From an optimization exercise on the open Yosys and OpenROAD flow, aimed at small area; shortcuts taken in it are not production practice.
Where RTL was checked, it was by simulation tests only, not by an equivalence proof against the original.

==> wip/harbor <==
==> flow/design.v <==
`timescale 1ns/1ps
`timescale 1ns/1ps
`timescale 1ns/1ps
`timescale 1ns/1ps
`timescale 1ns/1ps
`timescale 1ns/1ps
module radar_digitizer
(
   input  logic        clk64,
   input  logic        rx_dsp_reset,
   input  logic        apb_psel,
   input  logic        apb_penable,
   input  logic        apb_pwrite,
   input  logic [7:0]  apb_paddr,
   input  logic [31:0] apb_pwdata,
   output logic [31:0] apb_prdata,
   output logic        apb_pready,
   output logic        apb_pslverr,
   input  logic [11:0] chan_video,
   input  logic [11:0] chan_trig,
   input  logic [11:0] chan_arp,
   input  logic [11:0] chan_acp,
   output logic [15:0] sample_data,
   output logic        sample_first,
   output logic        sample_valid,
   input  logic        sample_ready
);
   function automatic logic [31:0] rd_inc32(input logic [31:0] a, input logic cin);
      logic [31:0] r;
      logic        c, pre;
      pre = 1'b1;
      for (int k = 0; k < 4; k++)
      begin
         c = cin & pre;
         for (int i = 8*k; i < 8*k + 8; i++)
         begin
            r[i] = a[i] ^ c;
            c    = a[i] & c;
         end
         pre = pre & (&a[8*k +: 8]);
      end
      rd_inc32 = r;
   endfunction
   function automatic logic [15:0] rd_inc16(input logic [15:0] a);
      logic [15:0] r;
      logic        c;
      c = 1'b1;
      for (int i = 0; i < 16; i++)
      begin
         r[i] = a[i] ^ c;
         c    = a[i] & c;
      end
      rd_inc16 = r;
   endfunction
   function automatic logic [32:0] rd_dec32(input logic [31:0] a);
      logic [31:0] r;
      logic        b, pre;
      pre = 1'b1;
      for (int k = 0; k < 4; k++)
      begin
         b = pre;
         for (int i = 8*k; i < 8*k + 8; i++)
         begin
            r[i] = a[i] ^ b;
            b    = ~a[i] & b;
         end
         pre = pre & ~(|a[8*k +: 8]);
      end
      rd_dec32 = {pre, r};
   endfunction
   function automatic logic rd_ge16(input logic [15:0] a, input logic [15:0] b);
      logic c;
      c = 1'b1;
      for (int i = 0; i < 16; i++)
         c = (a[i] & ~b[i]) | ((a[i] | ~b[i]) & c);
      rd_ge16 = c;
   endfunction
   logic rst;
   assign rst = rx_dsp_reset;
   logic        cfg_enable;
   logic [2:0]  cfg_mode;
   logic        cfg_negate;
   logic [15:0] cfg_decim;
   logic [31:0] cfg_nsamp;
   logic [11:0] trig_exc, trig_rel;
   logic [11:0] arp_exc,  arp_rel;
   logic [11:0] acp_exc,  acp_rel;
   logic        overrun_flag;
   logic        overrun;        
   logic        access, wr, lo_ok;
   logic [3:0]  idx;
   logic [31:0] wd;             
   assign access = apb_psel & apb_penable;
   assign wr     = access & apb_pwrite;
   assign lo_ok  = (apb_paddr[1:0] == 2'b00) && (apb_paddr[7:6] == 2'b00);
   assign idx    = apb_paddr[5:2];
   assign wd     = rst ? 32'd0 : apb_pwdata;
   logic we_ctrl, we_decim, we_trig, we_arp, we_acp, we_nsamp;
   assign we_ctrl  = rst | (wr & lo_ok & (idx == 4'd0));
   assign we_decim = rst | (wr & lo_ok & (idx == 4'd1));
   assign we_trig  = rst | (wr & lo_ok & (idx == 4'd2));
   assign we_arp   = rst | (wr & lo_ok & (idx == 4'd3));
   assign we_acp   = rst | (wr & lo_ok & (idx == 4'd4));
   assign we_nsamp = rst | (wr & lo_ok & (idx == 4'd5));
   always_ff @(posedge clk64)
   begin
      if (we_ctrl)
      begin
         cfg_enable <= wd[0];
         cfg_mode   <= wd[3:1];
         cfg_negate <= wd[4];
      end
      if (we_decim) cfg_decim <= wd[15:0];
      if (we_trig)  {trig_rel, trig_exc} <= {wd[27:16], wd[11:0]};
      if (we_arp)   {arp_rel,  arp_exc}  <= {wd[27:16], wd[11:0]};
      if (we_acp)   {acp_rel,  acp_exc}  <= {wd[27:16], wd[11:0]};
      if (we_nsamp) cfg_nsamp <= wd;
   end
   always_ff @(posedge clk64)
   begin
      if (rst)
         overrun_flag <= 1'b0;
      else if (overrun)
         overrun_flag <= 1'b1;
      else if (wr && lo_ok && idx == 4'd6 && apb_pwdata[0])
         overrun_flag <= 1'b0;
   end
   logic        trig_st, arp_st, acp_st;         
   logic        trig_fire, arp_fire, acp_fire;
   logic        trig_strobe, arp_strobe, acp_strobe;
   logic [31:0] n_trigs, n_arps, n_acps;
   rd_detector trig_det (.clk64 (clk64), .rst (rst), .enable (cfg_enable), .level (chan_trig),
                         .excite (trig_exc), .relax (trig_rel), .excited (trig_st), .fire (trig_fire));
   rd_detector arp_det  (.clk64 (clk64), .rst (rst), .enable (cfg_enable), .level (chan_arp),
                         .excite (arp_exc), .relax (arp_rel), .excited (arp_st), .fire (arp_fire));
   rd_detector acp_det  (.clk64 (clk64), .rst (rst), .enable (cfg_enable), .level (chan_acp),
                         .excite (acp_exc), .relax (acp_rel), .excited (acp_st), .fire (acp_fire));
   always_ff @(posedge clk64)
   begin
      trig_strobe <= trig_fire & ~rst;
      arp_strobe  <= arp_fire  & ~rst;
      acp_strobe  <= acp_fire  & ~rst;
   end
   rd_counter trig_cnt (.clk64 (clk64), .rst (rst), .inc (trig_fire), .count (n_trigs));
   rd_counter arp_cnt  (.clk64 (clk64), .rst (rst), .inc (arp_fire),  .count (n_arps));
   rd_counter acp_cnt  (.clk64 (clk64), .rst (rst), .inc (acp_fire),  .count (n_acps));
   logic [31:0] age, age_inc, trig_interval;
   assign age_inc = rd_inc32(age, 1'b1);
   always_ff @(posedge clk64)
   begin
      if (rst || trig_fire)
         age <= '0;
      else
         age <= age_inc;
   end
   always_ff @(posedge clk64)
   begin
      if (rst)
         trig_interval <= '0;
      else if (trig_fire)
         trig_interval <= age_inc;
   end
   logic [31:0] acp_run, acp_per_rev;
   always_ff @(posedge clk64)
   begin
      if (rst | arp_strobe)
         acp_run <= 32'(acp_strobe & ~rst);
      else
         acp_run <= rd_inc32(acp_run, acp_strobe);
   end
   always_ff @(posedge clk64)
   begin
      if (rst)
         acp_per_rev <= '0;
      else if (arp_strobe)
         acp_per_rev <= acp_run;
   end
   logic [15:0] dc;
   logic        tick;
   assign tick = rd_ge16(dc, cfg_decim);
   always_ff @(posedge clk64)
   begin
      if (rst || tick)
         dc <= 16'd1;
      else
         dc <= rd_inc16(dc);
   end
   logic        pulsed, streaming, ilv_mode;
   logic        capturing, first_pend, take;
   logic [31:0] rem_m1;          
   logic [31:0] dec_in, dec_out;
   logic        dec_borrow;      
   logic        trigger_start;
   assign pulsed    = (cfg_mode == 3'd0);
   assign ilv_mode  = (cfg_mode == 3'd5);
   assign streaming = (cfg_mode != 3'd0) && (cfg_mode[2:1] != 2'b11);
   assign take      = tick & (streaming ? cfg_enable : capturing);
   assign dec_in = capturing ? rem_m1 : cfg_nsamp;
   assign {dec_borrow, dec_out} = rd_dec32(dec_in);
   assign trigger_start = trig_strobe & ~dec_borrow;
   always_ff @(posedge clk64)
   begin
      if (rst || !pulsed || !cfg_enable)
         capturing <= 1'b0;        
      else if (!capturing)
         capturing <= trigger_start;
      else if (tick && dec_borrow)
         capturing <= 1'b0;
   end
   always_ff @(posedge clk64)
   begin
      if (!capturing ? trigger_start : tick)
         rem_m1 <= dec_out;
   end
   always_ff @(posedge clk64)
   begin
      if (!capturing)
      begin
         if (trigger_start)
            first_pend <= 1'b1;
      end
      else if (tick)
         first_pend <= 1'b0;
   end
   logic [1:0] ilv_idx;
   always_ff @(posedge clk64)
   begin
      if (rst || !ilv_mode || !cfg_enable)
         ilv_idx <= 2'd0;
      else if (take)
         ilv_idx <= ilv_idx + 1'b1;
   end
   logic [1:0]  ch;
   logic [11:0] chv, sel;
   always_comb
   begin
      case (cfg_mode)
         3'd2:    ch = 2'd1;
         3'd3:    ch = 2'd2;
         3'd4:    ch = 2'd3;
         3'd5:    ch = ilv_idx;
         default: ch = 2'd0;
      endcase
      case (ch)
         2'd0:    chv = chan_video;
         2'd1:    chv = chan_trig;
         2'd2:    chv = chan_arp;
         default: chv = chan_acp;
      endcase
      if (cfg_mode[2:1] == 2'b11)
         sel = 12'd0;               
      else
         sel = chv ^ {12{pulsed & cfg_negate}};
   end
   logic        blocked;
   logic [11:0] s_data;
   logic        s_first;
   assign blocked = sample_valid & ~sample_ready;
   always_ff @(posedge clk64)
   begin
      if (rst)
      begin
         sample_valid <= 1'b0;
         overrun      <= 1'b0;
      end
      else
      begin
         overrun <= take & blocked;
         if (take)
            sample_valid <= 1'b1;
         else if (sample_ready)
            sample_valid <= 1'b0;
      end
   end
   always_ff @(posedge clk64)
   begin
      if (take && !blocked)
      begin
         s_data  <= sel;
         s_first <= pulsed & first_pend;
      end
   end
   assign sample_data  = {4'd0, s_data};
   assign sample_first = s_first;
   logic [31:0] rdata;
   always_comb
   begin
      case (idx)
         4'd0:    rdata = {27'd0, cfg_negate, cfg_mode, cfg_enable};
         4'd1:    rdata = {16'd0, cfg_decim};
         4'd2:    rdata = {4'd0, trig_rel, 4'd0, trig_exc};
         4'd3:    rdata = {4'd0, arp_rel, 4'd0, arp_exc};
         4'd4:    rdata = {4'd0, acp_rel, 4'd0, acp_exc};
         4'd5:    rdata = cfg_nsamp;
         4'd6:    rdata = {31'd0, overrun_flag};
         4'd7:    rdata = n_trigs;
         4'd8:    rdata = n_arps;
         4'd9:    rdata = n_acps;
         4'd10:   rdata = trig_interval;
         default: rdata = acp_per_rev;
      endcase
   end
   assign apb_prdata  = rdata;
   assign apb_pready  = 1'b1;
   assign apb_pslverr = access & ~(lo_ok & ~(idx[3] & idx[2]));
endmodule
module rd_counter
(
   input  logic        clk64,
   input  logic        rst,
   input  logic        inc,
   output logic [31:0] count
);
   function automatic logic [31:0] rd_inc32(input logic [31:0] a, input logic cin);
      logic [31:0] r;
      logic        c, pre;
      pre = 1'b1;
      for (int k = 0; k < 4; k++)
      begin
         c = cin & pre;
         for (int i = 8*k; i < 8*k + 8; i++)
         begin
            r[i] = a[i] ^ c;
            c    = a[i] & c;
         end
         pre = pre & (&a[8*k +: 8]);
      end
      rd_inc32 = r;
   endfunction
   always_ff @(posedge clk64)
      count <= rd_inc32(count, inc) & {32{~rst}};
endmodule
module rd_detector
(
   input  logic        clk64,
   input  logic        rst,
   input  logic        enable,
   input  logic [11:0] level,
   input  logic [11:0] excite,
   input  logic [11:0] relax,
   output logic        excited,
   output logic        fire
);
   function automatic logic rd_ge12(input logic [11:0] a, input logic [11:0] b);
      logic c;
      c = 1'b1;
      for (int i = 0; i < 12; i++)
         c = (a[i] & ~b[i]) | ((a[i] | ~b[i]) & c);
      rd_ge12 = c;
   endfunction
   logic [11:0] thr;
   logic        ge;
   assign thr  = excited ? relax : excite;
   assign ge   = rd_ge12(level, thr);
   assign fire = ~excited & enable & ge;
   always_ff @(posedge clk64)
      excited <= ~rst & ge & (excited | enable);
endmodule
==> flow/flow/run.sh <==
#!/bin/bash
# Own layout flow: the standard ORFS flow (standard.sh) with three changes:
#  - synthesis maps logic with an area-oriented ABC script (abc_area_map.script)
#    in place of ORFS's delay-oriented one; registers are mapped as in the
#    standard synthesis (dfflibmap runs before ABC and is unchanged)
#  - port buffers use the smallest buffer cell (every port still gets one)
#  - clock tree synthesis inserts no dummy loads
# Every tool's output goes to ORFS's logs under orfs/logs; make's own output
# goes to own_flow.log in the work folder.
set -euo pipefail
W=$(pwd)
F=$W/flow

{
  echo "set ::own_abc_script $F/abc_area_map.script"
  cat "$F/abc_override.tcl"
  cat "$W/synth_recipe.tcl"
} > "$W/own_synth.tcl"

sed "s|SYNTH_SCRIPT=[^ ]*|SYNTH_SCRIPT=$W/own_synth.tcl|" "$W/standard.sh" > "$W/own_standard.sh"
grep -q "SYNTH_SCRIPT=$W/own_synth.tcl" "$W/own_standard.sh"

export BUFFER_PORTS_ARGS="-buffer_cell sky130_fd_sc_hd__buf_1"
export CTS_ARGS="-sink_clustering_enable -repair_clock_nets -dont_use_dummy_load -buf_list {sky130_fd_sc_hd__clkbuf_8} -sink_clustering_size 18 -sink_clustering_max_diameter 70"

bash "$W/own_standard.sh" "$@" > "$W/own_flow.log" 2>&1
==> flow/flow/abc_area_map.script <==
strash
dch -f
amap -m
==> flow/flow/abc_override.tcl <==
# Map with an area-oriented ABC script instead of ORFS's delay-oriented one.
proc abc {args} {
  set i [lsearch -exact $args -script]
  if {$i >= 0} {
    set args [lreplace $args [expr {$i + 1}] [expr {$i + 1}] $::own_abc_script]
  }
  yosys abc {*}$args
}
==> flow/standard.sh <==
#!/bin/bash
# synth_recipe.tcl (not shown) runs the flow's synth.tcl, then flattens the netlist and writes it again
# the make line also repeats each setting of config.mk as NAME=value (left out here)
make -C /OpenROAD-flow-scripts/flow DESIGN_CONFIG=/design/flow/config.mk WORK_HOME=/design/flow/orfs CLKGATE_MAP_FILE= SYNTH_SCRIPT=/design/flow/synth_recipe.tcl "${@:-finish}"
==> flow/config.mk <==
export PLATFORM = sky130hd
export DESIGN_NAME = radar_digitizer
export DESIGN_NICKNAME = radar_digitizer
export VERILOG_FILES = /design/flow/design.v
export SDC_FILE = /design/flow/constraint.sdc
export NUM_CORES = 4
export LEC_CHECK = 0
export CAP_MARGIN = 20
export CORE_MARGIN = 2
export CORE_UTILIZATION = 72
export SLEW_MARGIN = 20
==> flow/constraint.sdc <==
create_clock -name core_clock -period 8.0 [get_ports {clk64}]
set_input_delay 1.6000 -clock core_clock [delete_from_list [all_inputs] [get_ports {clk64}]]
set_output_delay 1.6000 -clock core_clock [all_outputs]
set_load 0.01 [all_outputs]
==> wip/fjord: changes against wip/harbor <==
--- a/flow/design.v
+++ b/flow/design.v
@@ -29,13 +29,8 @@
       logic [31:0] r;
-      logic        c, pre;
-      pre = 1'b1;
-      for (int k = 0; k < 4; k++)
+      logic        c;
+      c = cin;
+      for (int i = 0; i < 32; i++)
       begin
-         c = cin & pre;
-         for (int i = 8*k; i < 8*k + 8; i++)
-         begin
-            r[i] = a[i] ^ c;
-            c    = a[i] & c;
-         end
-         pre = pre & (&a[8*k +: 8]);
+         r[i] = a[i] ^ c;
+         c    = a[i] & c;
       end
@@ -56,15 +51,10 @@
       logic [31:0] r;
-      logic        b, pre;
-      pre = 1'b1;
-      for (int k = 0; k < 4; k++)
+      logic        b;
+      b = 1'b1;
+      for (int i = 0; i < 32; i++)
       begin
-         b = pre;
-         for (int i = 8*k; i < 8*k + 8; i++)
-         begin
-            r[i] = a[i] ^ b;
-            b    = ~a[i] & b;
-         end
-         pre = pre & ~(|a[8*k +: 8]);
+         r[i] = a[i] ^ b;
+         b    = ~a[i] & b;
       end
-      rd_dec32 = {pre, r};
+      rd_dec32 = {b, r};
    endfunction
@@ -165,6 +155,3 @@
    begin
-      if (rst | arp_strobe)
-         acp_run <= 32'(acp_strobe & ~rst);
-      else
-         acp_run <= rd_inc32(acp_run, acp_strobe);
+      acp_run <= rd_inc32((rst | arp_strobe) ? 32'd0 : acp_run, acp_strobe & ~rst);
    end
@@ -315,13 +302,8 @@
       logic [31:0] r;
-      logic        c, pre;
-      pre = 1'b1;
-      for (int k = 0; k < 4; k++)
+      logic        c;
+      c = cin;
+      for (int i = 0; i < 32; i++)
       begin
-         c = cin & pre;
-         for (int i = 8*k; i < 8*k + 8; i++)
-         begin
-            r[i] = a[i] ^ c;
-            c    = a[i] & c;
-         end
-         pre = pre & (&a[8*k +: 8]);
+         r[i] = a[i] ^ c;
+         c    = a[i] & c;
       end
==> flow/run.sh (new file) <==
#!/bin/bash
# synth_recipe.tcl (not shown) runs the flow's synth.tcl, then flattens the netlist and writes it again
# the make line also repeats each setting of config.mk as NAME=value (left out here)
make -C /OpenROAD-flow-scripts/flow DESIGN_CONFIG=/design/flow/config.mk WORK_HOME=/design/flow/orfs CLKGATE_MAP_FILE= SYNTH_SCRIPT=/design/flow/synth_recipe.tcl finish
--- a/flow/config.mk
+++ b/flow/config.mk
@@ -9,3 +9,3 @@
 export CORE_MARGIN = 2
-export CORE_UTILIZATION = 72
+export CORE_UTILIZATION = 40
 export SLEW_MARGIN = 20
removed: flow/flow/run.sh
removed: flow/flow/abc_area_map.script
removed: flow/flow/abc_override.tcl
removed: flow/standard.sh
==> wip/xenon: changes against wip/harbor <==
==> flow/run.sh (new file) <==
#!/bin/bash
# synth_recipe.tcl (not shown) runs the flow's synth.tcl, then flattens the netlist and writes it again
# the make line also repeats each setting of config.mk as NAME=value (left out here)
make -C /OpenROAD-flow-scripts/flow DESIGN_CONFIG=/design/flow/config.mk WORK_HOME=/design/flow/orfs CLKGATE_MAP_FILE= SYNTH_SCRIPT=/design/flow/synth_recipe.tcl finish
--- a/flow/config.mk
+++ b/flow/config.mk
@@ -9,3 +9,3 @@
 export CORE_MARGIN = 2
-export CORE_UTILIZATION = 72
+export CORE_UTILIZATION = 40
 export SLEW_MARGIN = 20
removed: flow/flow/run.sh
removed: flow/flow/abc_area_map.script
removed: flow/flow/abc_override.tcl
removed: flow/standard.sh
==> flow_summary.toml <==
[final_layout]
multi_input_area_share = 0.3867
synthToLayoutAreaGrowth_pct = 8.406
n_all_buffers = 165

[clock_tree]
clockRootBuffer = "clkbuf_8"
clk_pin_slew_ns = 0.11

[grt]
grt_pass1_wl_um = 76700

[run_status]
outcome = "timing/DRC/antenna clean"

[power_and_ir_drop]
vdd_drop_max_mv = 0.1659

[synth]
syn_inst = 1663
synthesis.area_mm2 = 0.01840
ys_types = 39

[die]
taps = 330
start_util = 0.7327
the above is filed under wip/harbor

==> flow_summary.toml <==
[run_status]
outcome = "timing/DRC/antenna clean"

[die]
start_util = 0.4065
die_x_um = 227.5
taps = 664

[synth]
ys_warn_count = 3
ys_types = 66
synth_area_leaders = "edfxtp_1, dfxtp_1, ha_1"
syn_inst = 1780
synthesis.area_mm2 = 0.01998
synth_most_common_cell = "dfxtp_1"

[grt]
grt_pass1_wl_um = 89810

[clock_tree]
clk_pin_slew_ns = 0.06
clockRootBuffer = "clkbuf_16"

[critical_path]
critical-path-slowest-cell = "clkdlybuf4s50_1"
crit_chain = "clkdlybuf4s50_1 -> nand2b_1 -> nor2_2 -> buf_4 -> a221oi_1 -> a41oi_1 -> clkdlybuf4s50_1"

[final_layout]
multi_input_area_share = 0.3898
synthToLayoutAreaGrowth_pct = 18.18
n_all_buffers = 167

[place]
place_inst = 2511

[power_and_ir_drop]
vdd_drop_max_mv = 0.1618
power_frac_comb = 0.101
the above is filed under wip/xenon

==> flow_summary.toml <==
[synth]
synthesis.area_mm2 = 0.01949
ys_types = 63
synthSimpleGateAreaFrac = 0.1230

[clock_tree]
clockRootBuffer = "clkbuf_16"
clk_pin_slew_ns = 0.06

[power_and_ir_drop]
vdd_drop_max_mv = 0.1686
p_leak_nw = 9.562

[die]
taps = 615
start_util = 0.4066

[grt]
grt_pass1_wl_um = 83750

[run_status]
outcome = "timing/DRC/antenna clean"

[final_layout]
multi_input_area_share = 0.4019
synthToLayoutAreaGrowth_pct = 25.39
n_all_buffers = 205
the above is filed under wip/fjord

Function not checked in wip/fjord: the RTL went through the layout flow alone.

port drivers added, routing unchanged:
In the flow no input, the clock included, has a driving cell. The finished layouts below were timed again as built, in two steps. Step 1: set_driving_cell puts a clkbuf_16 on clk64 and a buf_2 on each other input, an assumption about the parent block. Step 2 times the ports against the registers' clock, not the clock port: input delays grow and output delays shrink by t, the midpoint of the rising clock arrivals with the driver on. Slacks: no drivers / after step 1 / after step 2; pairs: no drivers / after step 1.
run	shift t [ns]	setup slack, ns	worst setup path at the end
wip/harbor	0.643	1.419 / 1.378 / 1.378	input to output
wip/fjord	0.633	0.158 / 0.186 / -0.448	input to register
wip/xenon	0.634	1.081 / 1.053 / 1.053	input to output
Met with ideal ports but missed after step 2: setup timing in wip/fjord. For wip/fjord, which loses most, drivers alone change the setup slack by +0.028 ns; drivers and shift together by -0.606 ns.
